Context: an optimization exercise on an open-source flow, tuned for small area, a short achievable clock period and few clock cycles per item. The choices shown serve that exercise and are no tape-out recipe.
Where RTL was checked, it was by simulation tests only, not by an equivalence proof against the original.
Function not checked in runs 1 to 6: the RTL went through the layout flow alone.
No activity file was given, so power comes from the tool's default toggle rates.

==> flow/design.v (outline; a module is shown in full before it is edited, if it fits) <==
// module affine_warp_source_address: 2799 lines
// module awsa_fa: 4 lines
// module awsa_ha: 4 lines
// module awsa_bsel: 3 lines
// module awsa_bsel0: 3 lines
module affine_warp_source_address
(
    input  logic        clk,
    input  logic        rst_n,
    input  logic        in_valid,
    output logic        in_ready,
    input  logic [10:0] out_x,
    input  logic [10:0] out_y,
    output logic        out_valid,
    input  logic        out_ready,
    output logic        hit,
    output logic [11:0] src_x,
    output logic [11:0] src_y,
    output logic [23:0] src_index,
    input  logic        cfg_wr_en,
    input  logic [2:0]  cfg_index,
    input  logic [31:0] cfg_data
);
  // ...
==> flow/run.sh <==
#!/bin/bash
# synth_recipe.tcl (not shown) runs the flow's synth.tcl, then flattens the netlist and writes it again
# the make line also repeats each setting of config.mk as NAME=value (left out here)
make -C /OpenROAD-flow-scripts/flow DESIGN_CONFIG=/design/flow/config.mk WORK_HOME=/design/flow/orfs CLKGATE_MAP_FILE= SYNTH_SCRIPT=/design/flow/synth_recipe.tcl finish
==> flow/config.mk <==
export PLATFORM = sky130hd
export DESIGN_NAME = affine_warp_source_address
export DESIGN_NICKNAME = affine_warp_source_address
export VERILOG_FILES = /design/flow/design.v
export SDC_FILE = /design/flow/constraint.sdc
export NUM_CORES = 4
export LEC_CHECK = 0
export CAP_MARGIN = 20
export CORE_MARGIN = 2
export CORE_UTILIZATION = 40
export SLEW_MARGIN = 20
export SYNTH_HIERARCHICAL = 1
==> flow/constraint.sdc <==
create_clock -name core_clock -period 7.2 [get_ports {clk}]
set_input_delay 1.4400 -clock core_clock [delete_from_list [all_inputs] [get_ports {clk}]]
set_output_delay 1.4400 -clock core_clock [all_outputs]
set_load 0.01 [all_outputs]
==> impl_metrics.py, run 1 <==
metrics = {
    "layout": {
        "multi_input_area_um2": 41800,
        "ff_latch_area_um2": 9300,
        "seq_share": 0.159,
        "largest_class": "multi-input gates",
        "syn_to_final_growth_pct": 12.4,
        "nMultiInputCombCells": 3843,
        "final_util": 0.453,
        "final_cell_mix": "fa_1, xnor2_1, a22oi_2",
    },
    "setup_path": {
        "critPathTopFamily": "compound AO/OA/AOI/OAI gates",
        "critPathMaxFanout": 3,
        "crit_end": "src_index[22]",
        "rrSetupSlack_ps": 1580,
        "max_stage_delay_ps": 530,
        "crit_required_ps": 5760,
    },
    "min_path": {
        "worstHoldPathType": "reg -> reg",
        "hold-path-endpoint": "src_w_reg[7]",
    },
    "synth": {
        "synth-xor-area-share": 0.127,
        "synth_top_family_by_area": "adder cells",
        "synthSimpleGateAreaFrac": 0.0681,
        "avgSynthCellArea_um2": 11.6,
        "synth-adder-area-share": 0.369,
        "synthCells": 4499,
        "synthTopCellsByArea": "fa_1, a22oi_2, xnor2_1, edfxtp_1, dfxtp_1",
    },
    "placed_design": {
        "portBuffers": 112,
    },
    "sta": {
        "fin_crit_ps": 5750,
        "report.final.slew_viol_count": 0,
    },
    "power_and_ir_drop": {
        "p_leak_uw": 0.0203,
        "ir_drop_v": 0.000336,
        "pwr-share-seq": 0.139,
        "p_comb_frac": 0.751,
        "p_sw_frac": 0.494,
    },
    "floorplan": {
        "start_util": 0.403,
        "nWellTaps": 1742,
        "die-area_um2": 133000,
    },
    "clocking": {
        "cts_buffer_depth": 3,
        "h-tree-depth": 2,
        "holdBufCountCts": 0,
        "cts_resized": 0,
        "tritoncts": "yes",
    },
    "routing": {
        "num_vias": 38300,
        "vias_per_cell": 5.85,
    },
    "run_status": {
        "outcome": "complete, no violations",
    },
    "global_route": {
        "grt_max_degree": 116,
        "busiest_layer": "met2",
    },
    "run": {
        "cap_violations": 0,
    },
}
==> run 2, diff against run 1 <==
--- a/flow/config.mk
+++ b/flow/config.mk
@@ -10,2 +10,3 @@
 export CORE_UTILIZATION = 40
+export SETUP_SLACK_MARGIN = 2
 export SLEW_MARGIN = 20
==> run 2 against run 1 <==
- still clean on timing, DRC and antenna
- design area is 2.9% higher
- area after synthesis did not move
- die area did not move
- setup slack better by 640 ps
- critical path type is now reg -> reg
- critical endpoint is now sy_lz1
==> impl_metrics.py, run 2 <==
metrics = {
    "synth": {
        "synth-xor-area-share": 0.127,
        "async_flop_share": 0.00783,
        "synthCells": 4499,
        "yosysWarnings": 7,
        "ys_types": 65,
        "synth_enable_flop_cells": 162,
        "ys_seq_elements": 383,
        "synth_top_family_by_area": "adder cells",
        "synth_compound_area_frac": 0.235,
        "synthSimpleGateAreaFrac": 0.0681,
        "yosysMostFrequentCell": "fa_1",
        "synth-adder-area-share": 0.369,
        "synth.yosys.seq_area_share": 0.179,
        "synthTopCellsByCount": "fa_1, xnor2_1, a22oi_2",
        "yosysTopAreaCellShare": 0.319,
        "synth_area_leader_cell": "fa_1",
        "avgSynthCellArea_um2": 11.6,
        "synth_flop_cell": "dfxtp_1",
        "synth.area.mux_share": 0,
        "syn-cell-area_um2": 52100,
        "synthTopCellsByArea": "fa_1, a22oi_2, xnor2_1, edfxtp_1, dfxtp_1",
    },
    "floorplan": {
        "start_util": 0.403,
        "die-area_um2": 133000,
        "core_area_um2": 129000,
        "num_rows": 132,
        "fp.dieH_um": 365,
        "io_pins": 113,
        "dieWidth_um": 365,
    },
    "setup_path": {
        "slowest_stage": "or4_1",
        "crit_chain": "buf_12 > buf_4 > buf_4 > a22oi_2 > xnor2_1 > fa_2 > fa_1 > fa_2 > fa_1 > fa_1 > inv_1 > ha_4 > xnor2_1 > or4_1 > nor4_2",
        "max_stage_delay_ps": 580,
        "crit_path_frequent_cell": "fa_1",
        "path_class": "reg -> reg",
        "critPathMaxFanout": 8,
        "path_buf_inv": 4,
        "critPathArrivalTime_ps": 5560,
        "rrSetupSlack_ps": 2090,
        "critPathTopFamily": "adder cells",
        "worstSetupStartpointType": "flop",
        "crit_required_ps": 7650,
        "end_kind": "flop",
    },
    "power_and_ir_drop": {
        "p_sw_frac": 0.481,
        "pwr-share-seq": 0.132,
        "intPower_uw": 12900,
        "p_sw_uw": 12000,
        "ir_drop_v": 0.000525,
        "p_comb_frac": 0.756,
        "p_clk_frac": 0.112,
        "p_leak_uw": 0.0206,
        "pwr_density_cell_nw_per_um2": 414,
    },
    "global_route": {
        "grt-ovfl-total": 0,
        "antenna_found_initial": 2,
        "grt_pass1_wl_um": 270000,
        "grt_pass1_vias": 41300,
        "grt_max_degree": 106,
        "grtUsageTotal": 0.270,
    },
    "routing": {
        "num_vias": 38900,
        "dr.pass1.iters": 5,
        "drc": 0,
        "drt-wirelength-per-cell_um": 27.7,
        "vias_per_cell": 5.90,
        "totalWireLength_um": 183000,
        "route.antenna.remaining_nets": 0,
        "drtIter0Drc": 3266,
    },
    "run_status": {
        "outcome": "complete, no violations",
    },
    "placed_design": {
        "place_ws_ps": 1420,
        "postPlaceCellArea_um2": 57200,
        "dp_hpwl_um": 121000,
        "gp_congestion": 0.879,
        "portBuffers": 112,
    },
    "clocking": {
        "holdBufCountCts": 0,
        "h-tree-depth": 2,
        "cts.clk_slew.worst_paths_ps": 60,
        "tritoncts": "yes",
        "clock_latency_ps": 660,
        "cts_made_buffers": 50,
        "clock_sinks": 383,
        "cts-root-buf": "clkbuf_16",
        "cts_buffer_depth": 3,
    },
    "sta": {
        "fin_ws_ps": 2090,
        "rsz0062_at_grt": "true",
        "post-route-period-util": 0.710,
        "final_hold_viol_count": 0,
        "fin_crit_ps": 5110,
        "setup_tns_ps": 0,
        "tightestPinTransition_ps": 1140,
        "report.final.slew_viol_count": 0,
        "finalClockSkew_ps": 38.5,
        "clock.fmax_mhz": 196,
        "relSlewSlack": 0.238,
        "setup_violations": 0,
        "whs_ps": 466,
    },
    "layout": {
        "fin_area_um2": 60200,
        "layout_commonest_cell": "xnor2_1",
        "antenna_cells": 0,
        "final_cell_mix": "xnor2_1, a22oi_2, fa_1",
        "nNetsFinal": 5906,
        "syn_to_final_growth_pct": 15.6,
        "drive_gt1_frac": 0.257,
    },
    "min_path": {
        "worstHoldPathType": "reg -> reg",
    },
    "run": {
        "cap_violations": 0,
    },
}
==> run 2: worst reg2reg max path, stage by stage, from the launching register on <==
cell	delay, ps
edfxtp_1	410
buf_12	150
buf_4	150
buf_4	190
a22oi_2	170
xnor2_1	170
fa_2	490
fa_1	520
fa_2	350
fa_1	500
fa_1	530
inv_1	70
ha_4	290
xnor2_1	100
or4_1	580
nor4_2	230
==> run 2: final timing paths <==
check,endpoint,depth (start not counted),from
worst max-delay path,sy_lz1,15,x_two3_a
worst min register to register,src_h_reg[4],2,src_h_reg[4]
max in group asynchronous,v1,1,rst_n
worst min-delay path,src_h_reg[4],2,src_h_reg[4]
min in group asynchronous,v0,1,rst_n
worst max register to register,sy_lz1,15,x_two3_a
==> run 2: cell families (layout without fill, tap and decap cells) <==
family                   after synthesis  after routing
AO/OA/AOI/OAI                       1189           1189
adder cells (fa/ha/maj)             1037           1037
AND/OR/NAND/NOR                      825            825
XOR/XNOR                             758            758
flip-flops                           383            383
buffers and inverters                305            623
other                                  2             34
==> run 2: per-layer routing <==
| metal | up-vias | track usage | routed length, um |
|---|---|---|---|
| li1 | 16400 | - | - |
| met1 | 20200 | 0.355 | 74700 |
| met2 | 1834 | 0.442 | 84700 |
| met3 | 457 | 0.0450 | 14000 |
| met4 | 4 | 0.110 | 9150 |
| met5 | - | 0 | 29 |
==> run 2: area by class of cell <==
class	count	area, um2
fill	11900	69100
multi-input combinational	3843	42600
sequential	383	9340
timing repair buffer	321	3540
tap	1742	2180
clock buffer	59	1340
inverter	208	792
clock inverter	35	462
==> run 2: timing repair <==
action	4_1_cts	5_1_grt
gates cloned	7	7
setup buffers	44	25
endpoints found under the setup margin	22	31
pin swaps	0	14
gates resized for setup	18	61
==> run 2: power groups by stage <==
stage,registers (uW),logic (uW),clock network (uW)
final,3300,18800,2800
after CTS,3310,18300,2850
after detailed placement,3380,18000,0
after global routing,3340,20900,2930
after global placement,3380,17700,0
after floorplan,3580,12100,0
==> run 2: per-module statistics from Yosys, one instance, submodules excluded <==
module	times used	cells	flip-flops and latches	area (um2)
awsa_bsel	660	2	0	21.3
awsa_bsel0	132	1	0	8.76
awsa_fa	824	1	0	20.0
affine_warp_source_address	1	2178	383	19800
awsa_ha	45	1	0	12.5
==> run 2: through the flow <==
stage / total power (uW) / util / instances
after global placement: 21100 / 0.442 / 6411
after CTS: 24500 / 0.462 / 6559
after detailed placement: 21400 / 0.442 / 6414
after floorplan: 15700 / - / 4531
after global routing: 27100 / 0.466 / 6591
final: 24900 / 0.466 / 6591
==> run 3, diff against run 2 <==
--- a/flow/config.mk
+++ b/flow/config.mk
@@ -7,2 +7,3 @@
 export LEC_CHECK = 0
+export ABC_AREA = 1
 export CAP_MARGIN = 20
==> run 3 against run 2 <==
- still clean on timing, DRC and antenna
- register-to-register slack improved by 40 ps
- setup slack improved by 42 ps
- count of clock-buffer cells in the layout rose by 3
- hold slack improved by 20 ps
- via count rose by 47%
- non-clock buffer count fell by 40
- largest cell class unchanged
- largest power group unchanged
==> impl_metrics.py, run 3 <==
metrics = {
    "run_status": {
        "outcome": "complete, no violations",
    },
    "placed_design": {
        "portBuffers": 112,
        "place_ws_ps": 1750,
        "dp_hpwl_um": 153000,
        "gp_congestion": 0.921,
    },
    "sta": {
        "setup_tns_ps": 0,
        "post-route-period-util": 0.704,
        "fin_ws_ps": 2130,
        "fin_crit_ps": 5070,
        "final_hold_viol_count": 0,
        "clock.fmax_mhz": 197,
        "tightestPinTransition_ps": 1010,
        "report.final.slew_viol_count": 0,
        "finalClockSkew_ps": 32.6,
        "rsz0062_at_grt": "true",
        "setup_violations": 0,
        "relSlewSlack": 0.329,
    },
    "clocking": {
        "cts-root-buf": "clkbuf_16",
        "cts.clk_slew.worst_paths_ps": 70,
        "tritoncts": "yes",
        "cts_made_buffers": 51,
        "clock_sinks": 383,
        "holdBufCountCts": 0,
        "h-tree-depth": 2,
        "cts_buffer_depth": 3,
        "clock_latency_ps": 660,
    },
    "synth": {
        "synthTopCellsByArea": "fa_1, nand2_1, edfxtp_1, dfxtp_1, inv_1",
        "synth_area_leader_cell": "fa_1",
        "avgSynthCellArea_um2": 6.79,
        "synth_enable_flop_cells": 162,
        "synthTopCellsByCount": "nand2_1, inv_1, fa_1",
        "ys_seq_elements": 383,
        "yosysTopAreaCellShare": 0.292,
        "ys_types": 52,
        "yosysMostFrequentCell": "nand2_1",
        "yosysWarnings": 7,
        "async_flop_share": 0.00783,
        "synth_flop_cell": "dfxtp_1",
        "syn-cell-area_um2": 56800,
        "synth.yosys.seq_area_share": 0.164,
        "synthCells": 8367,
    },
    "power_and_ir_drop": {
        "p_leak_uw": 0.0344,
        "p_sw_uw": 14700,
        "intPower_uw": 13600,
        "p_clk_frac": 0.097,
        "pwr-share-seq": 0.126,
        "p_comb_frac": 0.777,
        "pwr_density_cell_nw_per_um2": 442,
        "p_sw_frac": 0.519,
        "ir_drop_v": 0.000378,
    },
    "run": {
        "cap_violations": 0,
    },
    "routing": {
        "dr.pass1.iters": 9,
        "totalWireLength_um": 223000,
        "vias_per_cell": 5.41,
        "route.antenna.remaining_nets": 0,
        "num_vias": 57200,
        "drt-wirelength-per-cell_um": 21.1,
        "drtIter0Drc": 5649,
        "drc": 0,
    },
    "min_path": {
        "worstHoldPathType": "reg -> reg",
    },
    "layout": {
        "fillCellCount": 14500,
        "layout_commonest_cell": "nand2_1",
        "final_cell_mix": "nand2_1, inv_1, fa_1",
        "ff_latch_area_um2": 9310,
        "nNetsFinal": 9728,
        "multi_input_area_um2": 43700,
        "syn_to_final_growth_pct": 12.5,
        "drive_gt1_frac": 0.0477,
        "final_util": 0.452,
    },
    "setup_path": {
        "path_class": "reg -> reg",
        "worstSetupStartpointType": "flop",
        "end_kind": "flop",
        "critPathMaxFanout": 15,
        "critPathArrivalTime_ps": 5460,
        "crit_required_ps": 7590,
    },
    "floorplan": {
        "die-area_um2": 145000,
        "num_rows": 138,
        "io_pins": 113,
        "dieWidth_um": 381,
        "core_area_um2": 141000,
        "fp.dieH_um": 381,
        "start_util": 0.402,
    },
    "global_route": {
        "grt_pass1_wl_um": 333000,
        "grtUsageTotal": 0.300,
        "grt_pass1_vias": 55700,
        "antenna_found_initial": 4,
        "grt-ovfl-total": 0,
        "grt_max_degree": 135,
    },
}
## run 3: cell types whose count changed after synthesis, moves of 227 or more
cell     change
a22oi_2    -660
inv_1      +806
nand2_1   +3501
nand3_1    +696
nor2_1     +348
o21ai_0    +227
xnor2_1    -691
## run 3: kinds of logic (layout without fill, tap and decap cells)
family	count (synthesis)	count (layout)	share of synthesized area
other	2	41	0.000132
adders and majority gates	1037	1037	0.338
and+or+nand+nor	5311	5311	0.373
buffers and inverters	1127	1399	0.0756
DFF	383	383	0.164
xor gates and xnor gates	18	18	0.00291
muxes	8	8	0.00159
AOI/OAI and AO/OA	481	481	0.0451
## run 3: area by class of cell
type	instances	share of cell area
multi-input combinational	6889	0.683
sequential	383	0.146
inverter	1023	0.0601
timing repair buffer	281	0.0462
tap	1890	0.0370
clock buffer	62	0.0216
clock inverter	33	0.00564
antenna	7	0.000274
## run 3: path summary, 6_finish.rpt
kind | start | end | slack [ps] | cells past startpoint
max | sy_ci1 | ixc_q[15] | 2130 | 12
min | src_h_reg[0] | src_h_reg[0] | 490 | 2
max reg2reg | sy_ci1 | ixc_q[15] | 2130 | 12
min reg2reg | src_h_reg[0] | src_h_reg[0] | 490 | 2
max in group asynchronous | rst_n | v0 | 5770 | 1
min in group asynchronous | rst_n | v2 | 850 | 1
## run 3: critical path: stages (launching register included)
cell and delay [ps]:
edfxtp_1 540, fa_2 320, inv_1 60, fa_1 380, inv_1 160, nand2_1 90, nand2_1 640, o22ai_1 210
fa_1 490, fa_1 530, fa_1 450, fa_1 520, fa_1 400
## run 3: routing by layer
layer  routed length (um)  GRT usage  vias to the layer above
met5                    0          0                        -
met4                13700      0.158                        0
met3                19400     0.0393                      656
met2               102000      0.494                     2798
met1                87600      0.383                    27300
li1                     -          -                    26400
## run 3: what timing repair did
item | in CTS | in global routing
endpoints found under the setup margin | 7 | 19
buffers inserted | 41 | 17
cloned | 0 | 6
gates resized for setup | 4 | 34
## run 3: per-module statistics from Yosys (local to each module, per instance)
module / cells / copies in the design / area [um2] / flops+latches
affine_warp_source_address: 2482 / 1 / 20100 / 383
awsa_bsel: 7 / 660 / 27.5 / 0
awsa_bsel0: 3 / 132 / 11.3 / 0
awsa_fa: 1 / 824 / 20.0 / 0
awsa_ha: 1 / 45 / 12.5 / 0
## run 3: metrics by stage
stage / hold WS [ps] / total power, uW / std cells / area, um2
after floorplan: 442 / 18400 / 8399 / 57200
after global placement: 460 / 24900 / 10400 / 61400
after detailed placement: 467 / 25200 / 10400 / 61400
after CTS: 484 / 28100 / 10500 / 63600
after global routing: 523 / 31000 / 10600 / 63900
final: 487 / 28300 / 10600 / 63900
## run 3: power groups by stage
stage          combinational [uW]  sequential, uW  clock (uW)
2_1_floorplan               14600            3720           0
3_3_place_gp                21300            3630           0
3_5_place_dp                21600            3640           0
4_1_cts                     21800            3550        2790
5_1_grt                     24600            3590        2860
6_report                    22000            3550        2750
==> run 4, diff against run 3 <==
--- a/flow/config.mk
+++ b/flow/config.mk
@@ -7,3 +7,2 @@
 export LEC_CHECK = 0
-export ABC_AREA = 1
 export CAP_MARGIN = 20
@@ -11,3 +10,3 @@
 export CORE_UTILIZATION = 40
-export SETUP_SLACK_MARGIN = 2
+export SETUP_SLACK_MARGIN = 3
 export SLEW_MARGIN = 20
==> run 4 against run 3 <==
- count of clock-buffer cells in the layout rose by 6
- final cell count fell by 36%
- clock skew rose by 6.1 ps
- still clean
- largest power group unchanged
- routed wire length fell by 4.2%
- clock power barely moved
- first-iteration DRC count fell by 21%
- highest routed layer is now met5
==> impl_metrics.py, run 4 <==
metrics = {
    "setup_path": {
        "crit_path_frequent_cell": "fa_2",
        "critPathArrivalTime_ps": 5310,
        "critPathTopFamily": "adder cells",
        "path_buf_inv": 3,
        "max_stage_delay_ps": 540,
        "worstSetupStartpointType": "flop",
        "path_class": "reg -> reg",
        "crit_required_ps": 7600,
        "critPathMaxFanout": 5,
        "crit_chain": "fa_2 > inv_2 > fa_2 > nor2b_4 > o21a_1 > o21a_1 > nor2_2 > xnor2_2 > clkinvlp_4 > buf_6 > nor2_4 > fa_2 > fa_1 > fa_2 > fa_2 > fa_2",
        "end_kind": "flop",
        "slowest_stage": "fa_2",
    },
    "synth": {
        "synthTopCellsByCount": "fa_1, xnor2_1, a22oi_2",
        "synthCells": 4499,
        "async_flop_share": 0.00783,
        "synth_area_leader_cell": "fa_1",
        "synthTopCellsByArea": "fa_1, a22oi_2, xnor2_1, edfxtp_1, dfxtp_1",
        "syn-cell-area_um2": 52100,
        "ys_types": 65,
        "synth_flop_cell": "dfxtp_1",
        "synth.yosys.seq_area_share": 0.179,
        "avgSynthCellArea_um2": 11.6,
        "ys_seq_elements": 383,
        "yosysWarnings": 7,
        "synth_enable_flop_cells": 162,
        "yosysMostFrequentCell": "fa_1",
        "yosysTopAreaCellShare": 0.319,
    },
    "layout": {
        "drive_gt1_frac": 0.361,
        "syn_to_final_growth_pct": 23.9,
        "layout_commonest_cell": "a22oi_2",
        "nNetsFinal": 6084,
        "final_cell_mix": "a22oi_2, xnor2_1, fa_1",
    },
    "clocking": {
        "cts_buffer_depth": 3,
        "clock_sinks": 383,
        "cts-root-buf": "clkbuf_16",
        "cts_made_buffers": 52,
        "h-tree-depth": 2,
        "clock_latency_ps": 680,
        "cts.clk_slew.worst_paths_ps": 60,
        "tritoncts": "yes",
        "holdBufCountCts": 0,
    },
    "sta": {
        "relSlewSlack": 0.124,
        "finalClockSkew_ps": 38.6,
        "whs_ps": 465,
        "post-route-period-util": 0.681,
        "clock.fmax_mhz": 204,
        "setup_violations": 0,
        "setup_tns_ps": 0,
        "rsz0062_at_grt": "true",
        "report.final.slew_viol_count": 0,
        "final_hold_viol_count": 0,
        "fin_crit_ps": 4900,
        "tightestPinTransition_ps": 1300,
    },
    "routing": {
        "drt-wirelength-per-cell_um": 31.5,
        "route.antenna.remaining_nets": 0,
        "drtIter0Drc": 4467,
        "drc": 0,
        "num_vias": 41600,
        "dr.pass1.iters": 6,
        "vias_per_cell": 6.14,
        "totalWireLength_um": 214000,
    },
    "floorplan": {
        "die-area_um2": 133000,
        "fp.dieH_um": 365,
        "dieWidth_um": 365,
        "start_util": 0.403,
        "num_rows": 132,
        "core_area_um2": 129000,
        "io_pins": 113,
    },
    "global_route": {
        "grt-ovfl-total": 0,
        "grt_max_degree": 96,
        "antenna_found_initial": 9,
        "grt_pass1_vias": 42800,
        "grt_pass1_wl_um": 305000,
        "grtUsageTotal": 0.316,
    },
    "min_path": {
        "worstHoldPathType": "reg -> reg",
    },
    "power_and_ir_drop": {
        "pwr_density_cell_nw_per_um2": 439,
        "p_leak_uw": 0.0225,
        "ir_drop_v": 0.000464,
    },
    "run": {
        "cap_violations": 0,
    },
    "placed_design": {
        "portBuffers": 112,
        "dp_hpwl_um": 123000,
        "gp_congestion": 0.903,
    },
    "run_status": {
        "outcome": "complete, no violations",
    },
}
-- run 4: final timing paths --
| kind | cells after the start | to | from | slack [ps] |
|---|---|---|---|---|
| worst min-delay path | 2 | src_w_reg[6] | src_w_reg[6] | 460 |
| max in group asynchronous | 1 | v0 | rst_n | 6110 |
| worst max register to register | 16 | ixc_q[14] | sy_ci1 | 2300 |
| worst max-delay path | 16 | ixc_q[14] | sy_ci1 | 2300 |
| min in group asynchronous | 1 | v2 | rst_n | 720 |
| worst min register to register | 2 | src_w_reg[6] | src_w_reg[6] | 460 |
-- run 4: report_power, final --
group	internal (uW)	switching, uW	total (uW)	leakage [uW]
combinational	10200	12100	22300	0.0182
sequential	3080	258	3340	0.00343
clock	1560	1170	2730	0.000857
-- run 4: worst reg2reg max path: stages, from the launching register on --
cell,delay (ps)
edfxtp_1,490
fa_2,450
inv_2,80
fa_2,220
nor2b_4,50
o21a_1,180
o21a_1,180
nor2_2,120
xnor2_2,180
clkinvlp_4,170
buf_6,170
nor2_4,90
fa_2,450
fa_1,470
fa_2,380
fa_2,540
fa_2,430
-- run 4: per-stage QoR --
stage	worst slack (ps)	instances	total power, uW	util	instance area [um2]
4_1_cts	2350	6733	26500	0.488	63100
6_report	2300	6774	28300	0.499	64500
5_1_grt	2210	6769	30300	0.499	64500
3_3_place_gp	1700	6411	21300	0.443	57200
2_1_floorplan	982	4531	16000	-	53000
3_5_place_dp	1690	6413	21600	0.443	57300
-- run 4: repair_timing --
action	4_1_cts	5_1_grt
gates cloned	43	5
pin swaps	180	163
setup endpoints to repair	130	105
setup buffers	181	30
gates resized for setup	385	220
-- run 4: cell type report --
cell class,instances,area [um2]
Sequential cell,383,9390
Antenna cell,5,12.5
Clock inverter,28,282
Tap cell,1742,2180
Timing Repair Buffer,496,6020
Multi-Input combinational cell,3844,44400
Clock buffer,68,1470
Inverter,208,808
Fill cell,11300,64800
-- run 4: per-module statistics from Yosys, one instance, submodules excluded --
| module | flops+latches | times used | area, um2 |
|---|---|---|---|
| affine_warp_source_address | 383 | 1 | 19800 |
| awsa_bsel | 0 | 660 | 21.3 |
| awsa_bsel0 | 0 | 132 | 8.76 |
| awsa_fa | 0 | 824 | 20.0 |
| awsa_ha | 0 | 45 | 12.5 |
-- run 4: cell families after synthesis --
family	share of synthesized area
compound gates	0.235
xor+xnor	0.127
fa+ha+maj	0.369
buf+inv	0.0220
flops	0.179
other cells	0.000144
simple gates	0.0681
-- run 4: per-layer routing --
layer,share of wire,routed length (um),global-route usage
met4,0.077,16500,0.203
met1,0.38,80400,0.392
met3,0.11,22800,0.0885
met5,0.00024,52,0
met2,0.44,93900,0.484
==> run 5, diff against run 4 <==
--- a/flow/config.mk
+++ b/flow/config.mk
@@ -7,2 +7,3 @@
 export LEC_CHECK = 0
+export ABC_AREA = 1
 export CAP_MARGIN = 20
@@ -10,3 +11,4 @@
 export CORE_UTILIZATION = 40
-export SETUP_SLACK_MARGIN = 3
+export CTS_BUF_LIST = sky130_fd_sc_hd__clkbuf_4 sky130_fd_sc_hd__clkbuf_8
+export SETUP_SLACK_MARGIN = 2
 export SLEW_MARGIN = 20
==> run 5 against run 4 <==
- core utilization shrank 4.7 points
- routed wire length grew 3.2%
- register-to-register slack lost 180 ps
- hold slack gained 26 ps
- sequential power grew 6.3%
- die area grew 9.0%
- design area shrank 1.1%
- global-route usage shrank 1.5 points
- count of clock-buffer cells in the layout grew 45
- via count grew 38%
- critical path depth shrank 4
- still clean on timing, DRC and antenna
==> impl_metrics.py, run 5 <==
metrics = {
    "routing": {
        "drtIter0Drc": 5604,
        "route.antenna.remaining_nets": 0,
        "dr.pass1.iters": 8,
        "totalWireLength_um": 221000,
        "num_vias": 57300,
        "drc": 0,
        "drt-wirelength-per-cell_um": 20.8,
        "vias_per_cell": 5.40,
    },
    "synth": {
        "ys_types": 52,
        "synth_enable_flop_cells": 162,
        "synthTopCellsByArea": "fa_1, nand2_1, edfxtp_1, dfxtp_1, inv_1",
        "ys_seq_elements": 383,
        "synthTopCellsByCount": "nand2_1, inv_1, fa_1",
        "synth_area_leader_cell": "fa_1",
        "yosysMostFrequentCell": "nand2_1",
        "yosysTopAreaCellShare": 0.292,
        "synth.yosys.seq_area_share": 0.164,
        "yosysWarnings": 7,
        "syn-cell-area_um2": 56800,
        "synth_flop_cell": "dfxtp_1",
        "synthCells": 8367,
        "avgSynthCellArea_um2": 6.79,
        "async_flop_share": 0.00783,
    },
    "power_and_ir_drop": {
        "p_sw_frac": 0.521,
        "power_uw": 28200,
        "ir_drop_v": 0.000388,
        "intPower_uw": 13500,
        "p_clk_frac": 0.096,
        "p_leak_uw": 0.0344,
        "pwr_density_cell_nw_per_um2": 443,
        "p_comb_frac": 0.778,
        "p_sw_uw": 14700,
        "pwr-share-seq": 0.126,
    },
    "global_route": {
        "grt-ovfl-total": 0,
        "antenna_found_initial": 5,
        "grt_pass1_wl_um": 334000,
        "grt_pass1_vias": 55800,
        "grt_max_degree": 135,
        "grtUsageTotal": 0.301,
    },
    "clocking": {
        "cts-root-buf": "clkbuf_8",
        "clock_sinks": 383,
        "tritoncts": "yes",
        "clock_latency_ps": 830,
        "h-tree-depth": 3,
        "cts_made_buffers": 79,
        "holdBufCountCts": 0,
        "cts.clk_slew.worst_paths_ps": 60,
        "cts_buffer_depth": 3,
    },
    "sta": {
        "clock.fmax_mhz": 197,
        "tightestPinTransition_ps": 1040,
        "rsz0062_at_grt": "true",
        "post-route-period-util": 0.706,
        "setup_tns_ps": 0,
        "setup_violations": 0,
        "finalClockSkew_ps": 54.5,
        "fin_crit_ps": 5090,
        "report.final.slew_viol_count": 0,
        "relSlewSlack": 0.306,
        "final_hold_viol_count": 0,
    },
    "layout": {
        "fin_area_um2": 63800,
        "nNetsFinal": 9745,
        "syn_to_final_growth_pct": 12.3,
        "final_cell_mix": "nand2_1, inv_1, fa_1",
        "layout_commonest_cell": "nand2_1",
        "drive_gt1_frac": 0.0528,
    },
    "setup_path": {
        "rrSetupSlack_ps": 2110,
        "regToRegEndpoint": "ixc_q[15]",
        "rr_worst_depth": 12,
        "crit_required_ps": 7750,
        "end_kind": "flop",
        "critPathMaxFanout": 15,
        "critPathArrivalTime_ps": 5630,
        "reg2reg_from": "sy_ci1",
        "path_class": "reg -> reg",
        "worstSetupStartpointType": "flop",
    },
    "floorplan": {
        "io_pins": 113,
        "start_util": 0.402,
        "num_rows": 138,
        "core_area_um2": 141000,
        "fp.dieH_um": 381,
        "dieWidth_um": 381,
        "die-area_um2": 145000,
    },
    "placed_design": {
        "postPlaceCellArea_um2": 61400,
        "portBuffers": 112,
        "gp_congestion": 0.921,
        "dp_hpwl_um": 153000,
    },
    "min_path": {
        "hold-path-endpoint": "src_h_reg[12]",
        "worstHoldPathType": "reg -> reg",
        "hold_depth": 2,
        "hp-start": "src_h_reg[12]",
    },
    "run_status": {
        "outcome": "complete, no violations",
    },
    "run": {
        "cap_violations": 0,
    },
}
run 5: Yosys stat by module (local to each module, per instance):
module / cell area (um2) / flip-flops and latches
awsa_bsel: 27.5 / 0
awsa_bsel0: 11.3 / 0
affine_warp_source_address: 20100 / 383
awsa_ha: 12.5 / 0
awsa_fa: 20.0 / 0
run 5: timing repair:
item,CTS,global route
endpoints found under the hold margin,0,0
setup buffers,44,7
endpoints found under the setup margin,7,17
cloned,0,2
resized for setup,4,14
run 5: routing by layer:
metal | GRT usage | part of all wire | vias to the layer above | wire length [um]
li1 | - | - | 26500 | -
met1 | 0.383 | 0.40 | 27400 | 87600
met2 | 0.492 | 0.46 | 2748 | 101000
met3 | 0.0452 | 0.081 | 652 | 17800
met4 | 0.165 | 0.062 | 2 | 13700
met5 | 0 | 0.00016 | - | 35
run 5: worst max path at each step:
stage | slack (ps) | depth (start not counted) | start | end
floorplan | 1060 | 15 | y_neg1_a | sy_hz1
global placement | 1750 | 17 | x_two4_b | sy_hz1
detailed placement | 1750 | 16 | y_neg3_a | sx_hz1
CTS | 2010 | 17 | y_two2_a | sy_hz1
global route | 1840 | 17 | x_one3_a | sy_hz1
finish | 2110 | 12 | sy_ci1 | ixc_q[15]
run 5: cell type report:
| type | instances | area [um2] |
|---|---|---|
| Timing Repair Buffer | 270 | 2820 |
| Sequential cell | 383 | 9310 |
| Fill cell | 14600 | 77400 |
| Antenna cell | 2 | 5.00 |
| Tap cell | 1890 | 2360 |
| Clock inverter | 34 | 360 |
| Clock buffer | 113 | 1440 |
| Inverter | 1023 | 3840 |
| Multi-Input combinational cell | 6889 | 43700 |
run 5: kinds of logic after synthesis:
kind of cell / Yosys count / synth area share
AND/OR/NAND/NOR: 5311 / 0.373
buffers and inverters: 1127 / 0.0756
adder cells (fa/ha/maj): 1037 / 0.338
AO/OA/AOI/OAI: 481 / 0.0451
flip-flops: 383 / 0.164
XOR/XNOR: 18 / 0.00291
multiplexers: 8 / 0.00159
other: 2 / 0.000132
run 5: critical path, stage by stage, from the launching register on:
cell and delay, ps:
edfxtp_1 530, fa_1 330, inv_1 70, fa_1 380
inv_1 150, nand2_1 90, nand2_1 640, o22ai_1 210
fa_1 490, fa_1 530, fa_1 460, fa_1 520
fa_1 400
run 5: power groups by stage:
stage	registers (uW)	logic [uW]	clock network (uW)
after floorplan	3720	14600	0
after global placement	3630	21300	0
after detailed placement	3640	21600	0
after CTS	3550	21800	2770
after global routing	3590	24500	2840
final	3550	22000	2720
run 5: metrics by stage:
step	hold slack [ps]	worst slack, ps	util	instances
floorplan	442	1060	-	8399
global placement	460	1750	0.434	10400
detailed placement	467	1750	0.435	10400
CTS	484	2010	0.451	10600
global route	523	1840	0.452	10600
finish	490	2110	0.452	10600
==> run 6, diff against run 5 <==
--- a/flow/config.mk
+++ b/flow/config.mk
@@ -7,7 +7,5 @@
 export LEC_CHECK = 0
-export ABC_AREA = 1
 export CAP_MARGIN = 20
 export CORE_MARGIN = 2
-export CORE_UTILIZATION = 40
-export CTS_BUF_LIST = sky130_fd_sc_hd__clkbuf_4 sky130_fd_sc_hd__clkbuf_8
+export CORE_UTILIZATION = 60
 export SETUP_SLACK_MARGIN = 2
==> run 6 against run 5 <==
- global-route usage rose by 9.2 points
- combinational power fell by 15%
- non-clock buffer count rose by 81
- first-iteration DRC count fell by 31%
- maximum frequency fell by 1.2%
- die area fell by 39%
- critical path type unchanged
- hold slack got worse by 23 ps
- synthesized cell count fell by 46%
- sequential share of layout area rose by 1.1 points
- flip-flop and latch count did not move
- critical path depth fell by 1
- final cell count fell by 43%
==> impl_metrics.py, run 6 <==
metrics = {
    "floorplan": {
        "start_util": 0.603,
        "num_rows": 108,
        "die-area_um2": 89200,
        "dieWidth_um": 299,
        "io_pins": 113,
        "core_area_um2": 86300,
        "fp.dieH_um": 299,
    },
    "routing": {
        "drc": 0,
        "drt-wirelength-per-cell_um": 29.4,
        "totalWireLength_um": 177000,
        "route.antenna.remaining_nets": 0,
        "dr.pass1.iters": 5,
        "num_vias": 39800,
        "drtIter0Drc": 3892,
        "vias_per_cell": 6.60,
    },
    "clocking": {
        "holdBufCountCts": 0,
        "clock_sinks": 383,
        "cts-root-buf": "clkbuf_16",
        "cts.clk_slew.worst_paths_ps": 60,
        "clock_latency_ps": 660,
        "cts_buffer_depth": 3,
        "h-tree-depth": 2,
        "cts_made_buffers": 48,
        "tritoncts": "yes",
    },
    "sta": {
        "setup_tns_ps": 0,
        "relSlewSlack": 0.211,
        "clock.fmax_mhz": 194,
        "whs_ps": 467,
        "report.final.slew_viol_count": 0,
        "final_hold_viol_count": 0,
        "setup_violations": 0,
        "post-route-period-util": 0.715,
        "fin_crit_ps": 5150,
        "rsz0062_at_grt": "true",
        "tightestPinTransition_ps": 1180,
        "finalClockSkew_ps": 48.1,
    },
    "setup_path": {
        "rr_worst_depth": 11,
        "max_stage_delay_ps": 660,
        "path_class": "reg -> reg",
        "crit_required_ps": 7690,
        "crit_path_start": "y_neg1_a",
        "critPathMaxFanout": 21,
        "slowest_stage": "edfxtp_1",
        "worstSetupStartpointType": "flop",
        "crit_chain": "buf_4 > xnor2_1 > fa_2 > fa_1 > fa_1 > fa_1 > fa_1 > ha_1 > xor2_1 > nand4_1 > nor4_1",
        "critPathArrivalTime_ps": 5640,
        "crit_end": "sy_lz1",
        "rrSetupSlack_ps": 2050,
        "reg2reg_from": "y_neg1_a",
        "crit_path_frequent_cell": "fa_1",
        "regToRegEndpoint": "sy_lz1",
        "end_kind": "flop",
    },
    "placed_design": {
        "portBuffers": 112,
        "postPlaceCellArea_um2": 56500,
        "dp_hpwl_um": 120000,
        "gp_congestion": 0.927,
    },
    "global_route": {
        "grt-ovfl-total": 0,
        "grt_pass1_wl_um": 264000,
        "grt_max_degree": 115,
        "grtUsageTotal": 0.393,
        "antenna_found_initial": 6,
        "grt_pass1_vias": 41900,
    },
    "run": {
        "cap_violations": 0,
    },
    "layout": {
        "final_cell_mix": "xnor2_1, a22oi_2, fa_1",
        "drive_gt1_frac": 0.256,
        "fillCellCount": 6563,
        "syn_to_final_growth_pct": 14.0,
        "final_util": 0.688,
        "nNetsFinal": 5934,
        "layout_commonest_cell": "xnor2_1",
        "fin_area_um2": 59400,
    },
    "power_and_ir_drop": {
        "p_leak_uw": 0.0206,
        "pwr-share-seq": 0.136,
        "p_sw_uw": 11800,
        "p_clk_frac": 0.105,
        "p_comb_frac": 0.759,
        "ir_drop_v": 0.000598,
        "intPower_uw": 12700,
        "pwr_density_cell_nw_per_um2": 412,
        "p_sw_frac": 0.481,
    },
    "min_path": {
        "worstHoldPathType": "reg -> reg",
    },
    "synth": {
        "ys_seq_elements": 383,
        "avgSynthCellArea_um2": 11.6,
        "yosysWarnings": 7,
        "synthTopCellsByCount": "fa_1, xnor2_1, a22oi_2",
        "async_flop_share": 0.00783,
        "yosysTopAreaCellShare": 0.319,
        "synth_flop_cell": "dfxtp_1",
        "synthCells": 4499,
        "yosysMostFrequentCell": "fa_1",
        "ys_types": 65,
        "synth.yosys.seq_area_share": 0.179,
        "synthTopCellsByArea": "fa_1, a22oi_2, xnor2_1, edfxtp_1, dfxtp_1",
        "synth_enable_flop_cells": 162,
        "syn-cell-area_um2": 52100,
        "synth_area_leader_cell": "fa_1",
    },
    "run_status": {
        "outcome": "complete, no violations",
    },
}
## run 6: cell types whose count changed in the layout (fill, tap and decap cells not counted), moves of 215 or more
cell      before  now
nand2_1     3970  468
inv_1       1010  202
nand3_1      711   15
xnor2_1        8  697
a22oi_2        0  660
nor2_1       516  167
o21ai_0      263   32
a21boi_0       1  216
## run 6: cell type report
type                       count  area [um2]  share of cell area
inverter                     208         792              0.0133
clock inverter                29         337             0.00567
timing repair buffer         351        3640              0.0613
multi-input combinational   3843       42500               0.716
antenna                        2        5.00           0.0000843
tap                         1155        1450              0.0243
clock buffer                  60        1300              0.0219
sequential                   383        9320               0.157
## run 6: power by group through the flow
stage	combinational, uW	sequential, uW	clock (uW)
after floorplan	12100	3580	0
after global placement	17300	3400	0
after detailed placement	17600	3410	0
after CTS	17900	3320	2600
after global routing	20500	3350	2680
final	18600	3320	2570
## run 6: metal layers
metal,track usage,wire [um],vias up
li1,-,-,16500
met1,0.526,69900,20400
met4,0.199,10800,6
met3,0.0731,16700,571
met5,0,30,-
met2,0.617,80100,2325
## run 6: stage by stage
stage,worst slack [ps],cells,power [uW]
4_1_cts,1930,5987,23800
3_3_place_gp,1650,5843,20700
6_report,2050,6031,24500
3_5_place_dp,1710,5846,21000
5_1_grt,1940,6029,26500
2_1_floorplan,979,4531,15700
## run 6: cell families (layout without fill, tap and decap cells)
kind of cell | count (synthesis) | in the layout | synth area share
fa+ha+maj | 1037 | 1037 | 0.369
other cells | 2 | 36 | 0.000144
buf+inv | 305 | 648 | 0.0220
compound gates | 1189 | 1189 | 0.235
flops | 383 | 383 | 0.179
simple gates | 825 | 825 | 0.0681
xor+xnor | 758 | 758 | 0.127
## run 6: worst min-delay path by stage
stage / cells after the start / start / endpoint / slack, ps
5_1_grt: 2 / src_h_reg[7] / src_h_reg[7] / 490
3_5_place_dp: 2 / src_w_reg[10] / src_w_reg[10] / 460
2_1_floorplan: 2 / src_h_reg[10] / src_h_reg[10] / 440
6_report: 2 / src_w_reg[9] / src_w_reg[9] / 470
3_3_place_gp: 2 / src_h_reg[3] / src_h_reg[3] / 450
4_1_cts: 2 / src_w_reg[10] / src_w_reg[10] / 470
## run 6: per-module statistics from Yosys, one instance, submodules excluded
module                      cells inside  cell area [um2]
awsa_bsel                              2             21.3
awsa_bsel0                             1             8.76
affine_warp_source_address          2178            19800
awsa_fa                                1             20.0
awsa_ha                                1             12.5
## run 6: repair_timing
| item | in CTS | in global routing |
|---|---|---|
| pin swaps | 4 | 8 |
| gates cloned | 0 | 8 |
| endpoints found under the setup margin | 22 | 25 |
| gates resized for setup | 16 | 45 |
| setup buffers | 52 | 34 |
## run 6: critical path: cells and delay by family, from the launching register on
| kind | cells | cell delay, ps |
|---|---|---|
| adders and majority gates | 6 | 2710 |
| DFF | 1 | 660 |
| xor gates and xnor gates | 2 | 650 |
| buffers and inverters | 1 | 520 |
| and+or+nand+nor | 2 | 430 |
==> module awsa_bsel, before the edit <==
module awsa_bsel (input logic one, input logic two, input logic neg, input logic a, input logic b, output logic p);
    assign p = ((one & a) | (two & b)) ^ neg;
endmodule
==> run 7, diff against run 6 <==
--- a/flow/design.v
+++ b/flow/design.v
@@ -2808,3 +2808,8 @@
 module awsa_bsel (input logic one, input logic two, input logic neg, input logic a, input logic b, output logic p);
-    assign p = ((one & a) | (two & b)) ^ neg;
+    logic q;
+    awsa_bsel0 u_sel (.one(one), .two(two), .a(a), .b(b), .p(q));
+    awsa_xor u_sgn (.q(q), .neg(neg), .p(p));
+endmodule
+module awsa_xor (input logic q, input logic neg, output logic p);
+    assign p = q ^ neg;
 endmodule
--- a/flow/config.mk
+++ b/flow/config.mk
@@ -9,4 +9,4 @@
 export CORE_MARGIN = 2
-export CORE_UTILIZATION = 60
-export SETUP_SLACK_MARGIN = 2
+export CORE_UTILIZATION = 40
+export SETUP_SLACK_MARGIN = 2.5
 export SLEW_MARGIN = 20
==> run 7 against run 6 <==
- still clean
- core utilization is 21 points lower
- non-clock buffer count rose by 34
- clock power grew 5%
- design area shrank 0.36%
- die area up 42%
- via count down 0.55%
- first-iteration DRC count decreased by 1.1%
- register-to-register slack hardly changed
- flip-flop and latch count unchanged
- sequential share of layout area rose by 0.059 points
- final cell count up 8.7%
- critical path type unchanged
- critical endpoint is now sx_ci1
==> impl_metrics.py, run 7 <==
metrics = {
    "sta": {
        "report.final.slew_viol_count": 0,
        "rsz0062_at_grt": "true",
        "tightestPinTransition_ps": 1100,
        "relSlewSlack": 0.265,
        "fin_ws_ps": 2060,
        "finalClockSkew_ps": 33.3,
        "post-route-period-util": 0.714,
        "setup_tns_ps": 0,
        "final_hold_viol_count": 0,
        "whs_ps": 466,
        "fin_crit_ps": 5140,
        "clock.fmax_mhz": 195,
        "setup_violations": 0,
    },
    "floorplan": {
        "die-area_um2": 127000,
        "start_util": 0.402,
        "fp.dieH_um": 356,
        "io_pins": 113,
        "core_area_um2": 123000,
        "num_rows": 129,
        "dieWidth_um": 356,
    },
    "clocking": {
        "h-tree-depth": 2,
        "cts_buffer_depth": 3,
        "clock_latency_ps": 660,
        "clock_sinks": 383,
        "cts.clk_slew.worst_paths_ps": 60,
        "cts_made_buffers": 51,
        "cts-root-buf": "clkbuf_16",
        "holdBufCountCts": 0,
        "tritoncts": "yes",
    },
    "synth": {
        "synth_area_leader_cell": "fa_1",
        "synth-adder-area-share": 0.387,
        "avgSynthCellArea_um2": 11.0,
        "ys_types": 64,
        "syn-cell-area_um2": 49600,
        "synthSimpleGateAreaFrac": 0.0715,
        "async_flop_share": 0.00783,
        "yosysMostFrequentCell": "fa_1",
        "synth_flop_cell": "dfxtp_1",
        "synth.area.mux_share": 0,
        "ys_seq_elements": 383,
        "synth.yosys.seq_area_share": 0.188,
        "yosysTopAreaCellShare": 0.335,
        "synth_enable_flop_cells": 162,
        "synth_compound_area_frac": 0.197,
        "synthCells": 4499,
        "yosysWarnings": 7,
        "synth-xor-area-share": 0.134,
        "synthTopCellsByCount": "fa_1, a22o_1, xor2_1",
        "synthTopCellsByArea": "fa_1, a22o_1, xor2_1, edfxtp_1, dfxtp_1",
        "synth_top_family_by_area": "adder cells",
    },
    "power_and_ir_drop": {
        "p_leak_uw": 0.0245,
        "ir_drop_v": 0.000412,
        "pwr_density_cell_nw_per_um2": 461,
    },
    "placed_design": {
        "postPlaceCellArea_um2": 54400,
        "dp_hpwl_um": 120000,
        "portBuffers": 112,
        "gp_congestion": 0.914,
        "place_ws_ps": 991,
    },
    "layout": {
        "final_cell_mix": "a22o_1, xor2_1, fa_1",
        "fin_area_um2": 59200,
        "fillCellCount": 11300,
        "nNetsFinal": 5971,
        "syn_to_final_growth_pct": 19.2,
        "layout_commonest_cell": "a22o_1",
        "drive_gt1_frac": 0.157,
    },
    "routing": {
        "route.antenna.remaining_nets": 0,
        "drtIter0Drc": 3851,
        "vias_per_cell": 6.04,
        "dr.pass1.iters": 5,
        "drt-wirelength-per-cell_um": 28.4,
        "totalWireLength_um": 186000,
        "drc": 0,
        "num_vias": 39600,
    },
    "setup_path": {
        "crit_required_ps": 7670,
        "worstSetupStartpointType": "flop",
        "path_class": "reg -> reg",
        "critPathMaxFanout": 8,
        "end_kind": "flop",
        "critPathArrivalTime_ps": 5610,
    },
    "global_route": {
        "antenna_found_initial": 2,
        "grt_pass1_vias": 40600,
        "grt_max_degree": 132,
        "grt_pass1_wl_um": 272000,
        "grtUsageTotal": 0.287,
        "grt-ovfl-total": 0,
    },
    "run": {
        "cap_violations": 0,
    },
    "min_path": {
        "worstHoldPathType": "reg -> reg",
    },
    "run_status": {
        "outcome": "complete, no violations",
    },
}
==> run 7: cell types whose count changed after synthesis <==
cell	delta
a22o_1	+660
a22oi_2	-660
xnor2_1	-660
xor2_1	+660
==> run 7: path summary, 6_finish.rpt <==
| path | slack (ps) | endpoint | cells past startpoint | start |
|---|---|---|---|---|
| min reg2reg | 470 | src_w_reg[11] | 2 | src_w_reg[11] |
| min in group asynchronous | 910 | v2 | 1 | rst_n |
| max in group asynchronous | 5670 | v1 | 1 | rst_n |
| max reg2reg | 2060 | sx_ci1 | 17 | y_one1_a |
| max | 2060 | sx_ci1 | 17 | y_one1_a |
| min | 470 | src_w_reg[11] | 2 | src_w_reg[11] |
==> run 7: logic make-up after synthesis <==
logic type,Yosys count
simple gates,825
flops,383
fa+ha+maj,1037
xor+xnor,758
buf+inv,305
compound gates,1189
other cells,2
==> run 7: final cells by class <==
| type | instances | area, um2 | share of cell area |
|---|---|---|---|
| multi-input combinational | 3843 | 40900 | 0.692 |
| antenna | 3 | 7.51 | 0.000127 |
| clock inverter | 26 | 303 | 0.00512 |
| tap | 1637 | 2050 | 0.0346 |
| clock buffer | 68 | 1410 | 0.0238 |
| sequential | 383 | 9330 | 0.158 |
| inverter | 208 | 811 | 0.0137 |
| timing repair buffer | 385 | 4330 | 0.0732 |
==> run 7: report_power, final <==
group          leakage [uW]  switching [uW]  internal [uW]
Sequential          0.00340             235           3080
Combinational        0.0202           11600           9660
Clock              0.000842            1130           1560
Total                0.0245           13000          14300
==> run 7: per-module statistics from Yosys, one instance, submodules excluded, excerpt <==
module | cells | times used | area (um2) | flip-flops and latches
awsa_bsel0 | 1 | 792 | 8.76 | 0
awsa_xor | 1 | 660 | 8.76 | 0
awsa_ha | 1 | 45 | 12.5 | 0
awsa_fa | 1 | 824 | 20.0 | 0
affine_warp_source_address | 2178 | 1 | 19800 | 383
==> run 7: worst max-delay path, cell delays in order (launching register included) <==
cell and delay, ps:
edfxtp_1 480, buf_8 210, buf_12 150, buf_4 130, a22o_1 250, xor2_2 160
fa_1 530, fa_1 440, fa_2 380, fa_1 480, fa_1 570, inv_1 90
ha_4 280, o21a_1 160, nand4_1 110, o21ai_2 210, o21ai_2 90, a21oi_2 230
==> run 7: timing repair <==
item,4_1_cts,5_1_grt
setup buffers,96,28
endpoints found under the setup margin,87,55
pin swaps,109,91
gates cloned,18,7
resized for setup,219,140
==> run 7: metrics by stage <==
stage	cells	util	total power, uW
floorplan	4531	-	15700
global placement	6300	0.440	21100
detailed placement	6307	0.441	21500
CTS	6515	0.472	25900
global route	6550	0.480	29400
finish	6553	0.480	27300
==> run 7: routing by layer <==
layer  wire length, um  track usage  up-vias  part of all wire
met5                 0            0        -                 0
met4              9490        0.130        0             0.051
met3             16300       0.0486      399             0.088
met2             85200        0.458     2165              0.46
met1             75000        0.383    20500              0.40
li1                  -            -    16600                 -
Testbench counts of run 7, summed over its fixed seeds: cycles 24,264, items 24,000.
==> run 8, diff against run 7 <==
--- a/flow/config.mk
+++ b/flow/config.mk
@@ -10,3 +10,3 @@
 export CORE_UTILIZATION = 40
-export SETUP_SLACK_MARGIN = 2.5
+export SETUP_SLACK_MARGIN = 1.5
 export SLEW_MARGIN = 20
==> run 8 against run 7 <==
- still clean on timing, DRC and antenna
- clock power decreased by 4%
- routed wire length decreased by 7.5%
- first-iteration DRC count up 1.9%
- area after synthesis stayed put
- die area is the same
- critical path depth shrank 4
- via count decreased by 3.0%
- total power decreased by 12%
- design area is 6.0% lower
- setup slack worse by 470 ps
==> impl_metrics.py, run 8 <==
metrics = {
    "min_path": {
        "worstHoldPathType": "reg -> reg",
        "hp-start": "src_h_reg[4]",
    },
    "synth": {
        "synth_area_leader_cell": "fa_1",
        "ys_seq_elements": 383,
        "yosysWarnings": 7,
        "async_flop_share": 0.00783,
        "ys_types": 64,
        "yosysMostFrequentCell": "fa_1",
        "synth_enable_flop_cells": 162,
        "synth_flop_cell": "dfxtp_1",
        "synthTopCellsByCount": "fa_1, a22o_1, xor2_1",
        "syn-cell-area_um2": 49600,
        "avgSynthCellArea_um2": 11.0,
        "synthCells": 4499,
        "synthTopCellsByArea": "fa_1, a22o_1, xor2_1, edfxtp_1, dfxtp_1",
        "synth.yosys.seq_area_share": 0.188,
        "yosysTopAreaCellShare": 0.335,
    },
    "sta": {
        "whs_ps": 466,
        "finalClockSkew_ps": 38.3,
        "relSlewSlack": 0.266,
        "setup_tns_ps": 0,
        "post-route-period-util": 0.779,
        "report.final.slew_viol_count": 0,
        "rsz0062_at_grt": "false",
        "fin_ws_ps": 1590,
        "fin_crit_ps": 5610,
        "final_hold_viol_count": 0,
        "tightestPinTransition_ps": 1100,
        "setup_violations": 0,
        "clock.fmax_mhz": 178,
    },
    "floorplan": {
        "start_util": 0.402,
        "die-area_um2": 127000,
        "core_area_um2": 123000,
        "fp.dieH_um": 356,
        "io_pins": 113,
        "dieWidth_um": 356,
        "num_rows": 129,
    },
    "clocking": {
        "cts-root-buf": "clkbuf_16",
        "h-tree-depth": 2,
        "cts_buffer_depth": 3,
        "holdBufCountCts": 0,
        "tritoncts": "yes",
        "cts.clk_slew.worst_paths_ps": 60,
        "clock_latency_ps": 650,
        "cts_made_buffers": 49,
        "clock_sinks": 383,
    },
    "routing": {
        "drc": 0,
        "vias_per_cell": 6.01,
        "totalWireLength_um": 172000,
        "num_vias": 38400,
        "drtIter0Drc": 3924,
        "route.antenna.remaining_nets": 0,
        "drt-wirelength-per-cell_um": 27.0,
        "dr.pass1.iters": 5,
    },
    "power_and_ir_drop": {
        "p_clk_frac": 0.108,
        "p_leak_uw": 0.0233,
        "p_comb_frac": 0.754,
        "p_sw_frac": 0.485,
        "p_sw_uw": 11600,
        "ir_drop_v": 0.000497,
        "intPower_uw": 12300,
        "pwr-share-seq": 0.138,
        "pwr_density_cell_nw_per_um2": 431,
    },
    "setup_path": {
        "critPathMaxFanout": 52,
        "crit_required_ps": 7580,
        "end_kind": "flop",
        "critPathArrivalTime_ps": 5990,
        "reg2reg_from": "x_two0_a",
        "crit_chain": "buf_12 > a22o_1 > xor2_1 > fa_2 > fa_1 > fa_1 > fa_1 > fa_1 > inv_2 > ha_4 > xnor2_1 > or4_1 > nor4_1",
        "path_buf_inv": 2,
        "crit_path_frequent_cell": "fa_1",
        "slowest_stage": "edfxtp_1",
        "critPathTopFamily": "adder cells",
        "max_stage_delay_ps": 830,
        "path_class": "reg -> reg",
        "crit_path_start": "x_two0_a",
        "worstSetupStartpointType": "flop",
    },
    "layout": {
        "nNetsFinal": 5804,
        "fin_cells": 6384,
        "layout_commonest_cell": "a22o_1",
        "syn_to_final_growth_pct": 12.1,
        "final_cell_mix": "a22o_1, fa_1, xor2_1",
        "fillCellCount": 11600,
        "drive_gt1_frac": 0.0590,
        "final_util": 0.451,
    },
    "placed_design": {
        "place_inst": 6281,
        "gp_congestion": 0.921,
        "dp_hpwl_um": 118000,
        "place_ws_ps": 1370,
        "portBuffers": 112,
    },
    "global_route": {
        "grt_pass1_vias": 39600,
        "grt_pass1_wl_um": 259000,
        "grt-ovfl-total": 0,
        "grt_max_degree": 123,
        "grtUsageTotal": 0.270,
        "antenna_found_initial": 7,
    },
    "run": {
        "cap_violations": 0,
    },
    "run_status": {
        "outcome": "complete, no violations",
    },
}
[run 8: power groups by stage]
| stage | registers, uW | logic [uW] | clock network [uW] |
|---|---|---|---|
| after floorplan | 3470 | 12100 | 0 |
| after global placement | 3360 | 17600 | 0 |
| after detailed placement | 3370 | 17900 | 0 |
| after CTS | 3320 | 18000 | 2650 |
| after global routing | 3350 | 20100 | 2720 |
| final | 3310 | 18100 | 2580 |
[run 8: kinds of logic (layout without fill, tap and decap cells)]
logic type / Yosys count / count (layout) / synth area share
DFF: 383 / 383 / 0.188
adders and majority gates: 1037 / 1037 / 0.387
xor gates and xnor gates: 758 / 758 / 0.134
buffers and inverters: 305 / 518 / 0.0231
AOI/OAI and AO/OA: 1189 / 1189 / 0.197
and+or+nand+nor: 825 / 825 / 0.0715
other: 2 / 37 / 0.000151
[run 8: worst paths after layout]
check	end	cells past startpoint	slack [ps]
max	sx_lz1	13	1590
min	src_h_reg[4]	2	470
max reg2reg	sx_lz1	13	1590
min reg2reg	src_h_reg[4]	2	470
max in group asynchronous	v1	1	5740
min in group asynchronous	v2	1	890
[run 8: per-stage QoR]
| stage | power [uW] | instance area, um2 |
|---|---|---|
| final | 24000 | 55600 |
| after global routing | 26100 | 55600 |
| after CTS | 24000 | 55600 |
| after detailed placement | 21300 | 53900 |
| after global placement | 21000 | 53800 |
| after floorplan | 15500 | 50000 |
[run 8: final cells by class]
type | instances | area, um2 | share of cell area
Antenna cell | 3 | 7.51 | 0.000135
Clock buffer | 66 | 1380 | 0.0248
Clock inverter | 24 | 269 | 0.00484
Inverter | 208 | 781 | 0.0140
Multi-Input combinational cell | 3843 | 39600 | 0.712
Sequential cell | 383 | 9300 | 0.167
Tap cell | 1637 | 2050 | 0.0368
Timing Repair Buffer | 220 | 2230 | 0.0400
[run 8: Yosys stat by module, one instance, submodules excluded, excerpt]
module,times used,cell area (um2),cells
awsa_fa,824,20.0,1
affine_warp_source_address,1,19800,2178
awsa_bsel0,792,8.76,1
awsa_ha,45,12.5,1
awsa_xor,660,8.76,1
[run 8: tightest hold or removal path, stage by stage (launching register included)]
cell	delay, ps
dfxtp_1	310
nand2_1	50
a21boi_0	60
[run 8: timing repair]
item                       4_1_cts  5_1_grt
cloned                           0        0
resized for setup                2        2
setup buffers                    5        5
setup endpoints to repair        4        8
[run 8: layer usage]
layer,vias to the layer above,GRT usage,part of all wire
li1,16200,-,-
met4,10,0.104,0.040
met2,2146,0.418,0.45
met3,397,0.0647,0.099
met1,19600,0.367,0.41
met5,-,0,0.00039
==> run 9, diff against run 8 <==
--- a/flow/config.mk
+++ b/flow/config.mk
@@ -10,3 +10,3 @@
 export CORE_UTILIZATION = 40
-export SETUP_SLACK_MARGIN = 1.5
+export SETUP_SLACK_MARGIN = 2
 export SLEW_MARGIN = 20
==> run 9 against run 8 <==
- largest power group unchanged
- routed wire length increased by 1.4%
- synthesized cell count unchanged
- flip-flop and latch count unchanged
- still clean on timing, DRC and antenna
- final cell count increased by 0.53%
- via count increased by 0.45%
- critical endpoint is now sy_hz1
==> impl_metrics.py, run 9 <==
metrics = {
    "global_route": {
        "grt_use_met3": 0.0640,
        "grtUsageTotal": 0.271,
        "grt_pass1_wl_um": 260000,
        "grt-ovfl-total": 0,
        "antenna_found_initial": 5,
        "grt_pass1_vias": 39800,
        "grt_max_degree": 123,
        "use_met1": 0.368,
        "busiest_layer": "met2",
        "met2_usage": 0.418,
    },
    "clocking": {
        "cts_buffer_depth": 3,
        "h-tree-depth": 2,
        "clock_sinks": 383,
        "cts_made_buffers": 49,
        "clock_latency_ps": 650,
        "tritoncts": "yes",
        "cts-root-buf": "clkbuf_16",
        "cts.clk_slew.worst_paths_ps": 70,
    },
    "synth": {
        "yosysWarnings": 7,
        "ys_seq_elements": 383,
        "syn-cell-area_um2": 49600,
        "synthTopCellsByCount": "fa_1, a22o_1, xor2_1",
        "yosysTopAreaCellShare": 0.335,
        "synth_flop_cell": "dfxtp_1",
        "ys_types": 64,
        "synth.yosys.seq_area_share": 0.188,
        "yosysMostFrequentCell": "fa_1",
        "synth_area_leader_cell": "fa_1",
        "avgSynthCellArea_um2": 11.0,
        "synthCells": 4499,
        "synthTopCellsByArea": "fa_1, a22o_1, xor2_1, edfxtp_1, dfxtp_1",
        "synth_enable_flop_cells": 162,
        "async_flop_share": 0.00783,
    },
    "setup_path": {
        "path_buf_inv": 2,
        "end_kind": "flop",
        "max_stage_delay_ps": 560,
        "path_class": "reg -> reg",
        "crit_required_ps": 7600,
        "critPathTopFamily": "adder cells",
        "crit_chain": "buf_4 > a22o_1 > xor2_1 > fa_1 > fa_1 > fa_1 > fa_1 > fa_1 > inv_1 > ha_1 > nor3_1 > nand4_1 > nor3_1",
        "slowest_stage": "edfxtp_1",
        "worstSetupStartpointType": "flop",
        "crit_path_frequent_cell": "fa_1",
        "critPathArrivalTime_ps": 5630,
        "critPathMaxFanout": 32,
    },
    "sta": {
        "fin_ws_ps": 1970,
        "tightestPinTransition_ps": 1100,
        "clock.fmax_mhz": 191,
        "relSlewSlack": 0.264,
        "post-route-period-util": 0.726,
        "finalClockSkew_ps": 36.5,
        "fin_crit_ps": 5230,
        "rsz0062_at_grt": "true",
        "setup_violations": 0,
        "report.final.slew_viol_count": 0,
        "setup_tns_ps": 0,
        "final_hold_viol_count": 0,
    },
    "floorplan": {
        "start_util": 0.402,
        "core_area_um2": 123000,
        "num_rows": 129,
        "die-area_um2": 127000,
        "dieWidth_um": 356,
        "fp.dieH_um": 356,
        "io_pins": 113,
    },
    "power_and_ir_drop": {
        "pwr_density_cell_nw_per_um2": 434,
        "p_leak_uw": 0.0235,
        "ir_drop_v": 0.000497,
        "power_uw": 24300,
    },
    "placed_design": {
        "place_ws_ps": 1370,
        "gp_congestion": 0.921,
        "portBuffers": 112,
        "place_inst": 6281,
        "dp_hpwl_um": 118000,
    },
    "routing": {
        "drt-wirelength-per-cell_um": 27.2,
        "dr.pass1.iters": 7,
        "route.antenna.remaining_nets": 0,
        "drc": 0,
        "drtIter0Drc": 3849,
        "num_vias": 38600,
        "totalWireLength_um": 175000,
        "vias_per_cell": 6.01,
    },
    "layout": {
        "ff_latch_area_um2": 9310,
        "drive_gt1_frac": 0.0705,
        "nNetsFinal": 5838,
        "layout_commonest_cell": "a22o_1",
        "final_cell_mix": "a22o_1, fa_1, xor2_1",
        "multi_input_area_um2": 39700,
        "fillCellCount": 11600,
        "fin_cells": 6418,
        "syn_to_final_growth_pct": 13.1,
    },
    "run": {
        "cap_violations": 0,
    },
    "min_path": {
        "worstHoldPathType": "reg -> reg",
    },
    "run_status": {
        "outcome": "complete, no violations",
    },
}
-- run 9: area by class of cell --
type / count / share of cell area
multi-input combinational: 3843 / 0.708
sequential: 383 / 0.166
timing repair buffer: 254 / 0.0460
tap: 1637 / 0.0365
clock buffer: 66 / 0.0246
inverter: 208 / 0.0140
clock inverter: 24 / 0.00480
antenna: 3 / 0.000134
-- run 9: power by group --
part	internal, uW	switching [uW]
clock	1500	1080
combinational	7940	10500
sequential	3080	225
-- run 9: path summary, 6_finish.rpt --
| path | start | to | slack [ps] | cells past startpoint |
|---|---|---|---|---|
| worst max-delay path | y_two0_b | sy_hz1 | 1970 | 13 |
| worst min-delay path | src_h_reg[4] | src_h_reg[4] | 470 | 2 |
| worst max register to register | y_two0_b | sy_hz1 | 1970 | 13 |
| worst min register to register | src_h_reg[4] | src_h_reg[4] | 470 | 2 |
| max in group asynchronous | rst_n | v1 | 5760 | 1 |
| min in group asynchronous | rst_n | v2 | 880 | 1 |
-- run 9: worst register-to-register path, delay by kind of cell (launching register included) --
family	cells	cell delay [ps]
AO/OA/AOI/OAI	1	250
XOR/XNOR	1	210
flip-flops	1	560
AND/OR/NAND/NOR	3	750
adder cells (fa/ha/maj)	6	2680
buffers and inverters	2	530
-- run 9: routing by layer --
metal | vias to the layer above | share of wire | wire length (um)
met1 | 19600 | 0.41 | 71400
met2 | 2215 | 0.45 | 77900
met4 | 6 | 0.044 | 7600
met5 | - | 0.00019 | 34
li1 | 16300 | - | -
met3 | 393 | 0.10 | 17700
-- run 9: modules after synthesis, one instance, submodules excluded, a selection --
| module | area [um2] | cells | copies in the design | flops+latches |
|---|---|---|---|---|
| awsa_ha | 12.5 | 1 | 45 | 0 |
| affine_warp_source_address | 19800 | 2178 | 1 | 383 |
| awsa_fa | 20.0 | 1 | 824 | 0 |
| awsa_bsel0 | 8.76 | 1 | 792 | 0 |
| awsa_xor | 8.76 | 1 | 660 | 0 |
-- run 9: cell families (layout without fill, tap and decap cells) --
family | count (synthesis) | count (layout) | share of synthesized area
other | 2 | 37 | 0.000151
buffers and inverters | 305 | 552 | 0.0231
and+or+nand+nor | 825 | 825 | 0.0715
adders and majority gates | 1037 | 1037 | 0.387
AOI/OAI and AO/OA | 1189 | 1189 | 0.197
xor gates and xnor gates | 758 | 758 | 0.134
DFF | 383 | 383 | 0.188
-- run 9: timing repair --
item	in CTS	in global routing
pin swaps	5	3
endpoints found under the setup margin	14	30
gates cloned	0	4
buffers inserted	24	16
resized for setup	20	29
hold buffers	0	0
-- run 9: stage by stage --
stage           util  cell area, um2  hold slack, ps
5_1_grt        0.455           56100             486
6_report       0.455           56100             466
4_1_cts        0.453           55800             470
3_5_place_dp   0.437           53900             462
3_3_place_gp   0.436           53800             454
2_1_floorplan      -           50000             443

==> port drivers added, routing unchanged <==
How much do the figures lean on ideal ports? The routed layouts below were timed once more, with nothing changed but the port constraints.
Step 1 assumes that a clkbuf_16 drives the clock port and a buf_2 every other input.
Step 2 times the ports against the registers' clock, not the clock port: input delays grow and output delays shrink by t, the midpoint of the rising clock arrivals with the driver on.
Three values: ideal, step 1, step 2; two values: the first two.
run	shift t [ns]	setup slack, ns	latest minus earliest clock arrival (ns)	worst register clock-pin slew, ns
run 1	0.714	1.449 / 1.374 / 1.578	0.043 / 0.043	0.07 / 0.07
run 2	0.720	2.088 / 2.088 / 2.088	0.042 / 0.043	0.07 / 0.07
run 3	0.720	2.130 / 2.130 / 2.130	0.037 / 0.037	0.07 / 0.07
run 4	0.730	2.297 / 2.297 / 2.297	0.040 / 0.040	0.07 / 0.07
run 5	0.874	2.115 / 2.115 / 2.115	0.070 / 0.070	0.08 / 0.08
run 6	0.715	2.050 / 2.046 / 2.050	0.048 / 0.048	0.08 / 0.08
run 7	0.720	2.060 / 2.060 / 2.060	0.035 / 0.035	0.08 / 0.08
run 8	0.699	1.590 / 1.590 / 1.590	0.039 / 0.039	0.07 / 0.07
run 9	0.702	1.970 / 1.970 / 1.970	0.037 / 0.037	0.07 / 0.07
After both steps every run listed still meets setup and hold.
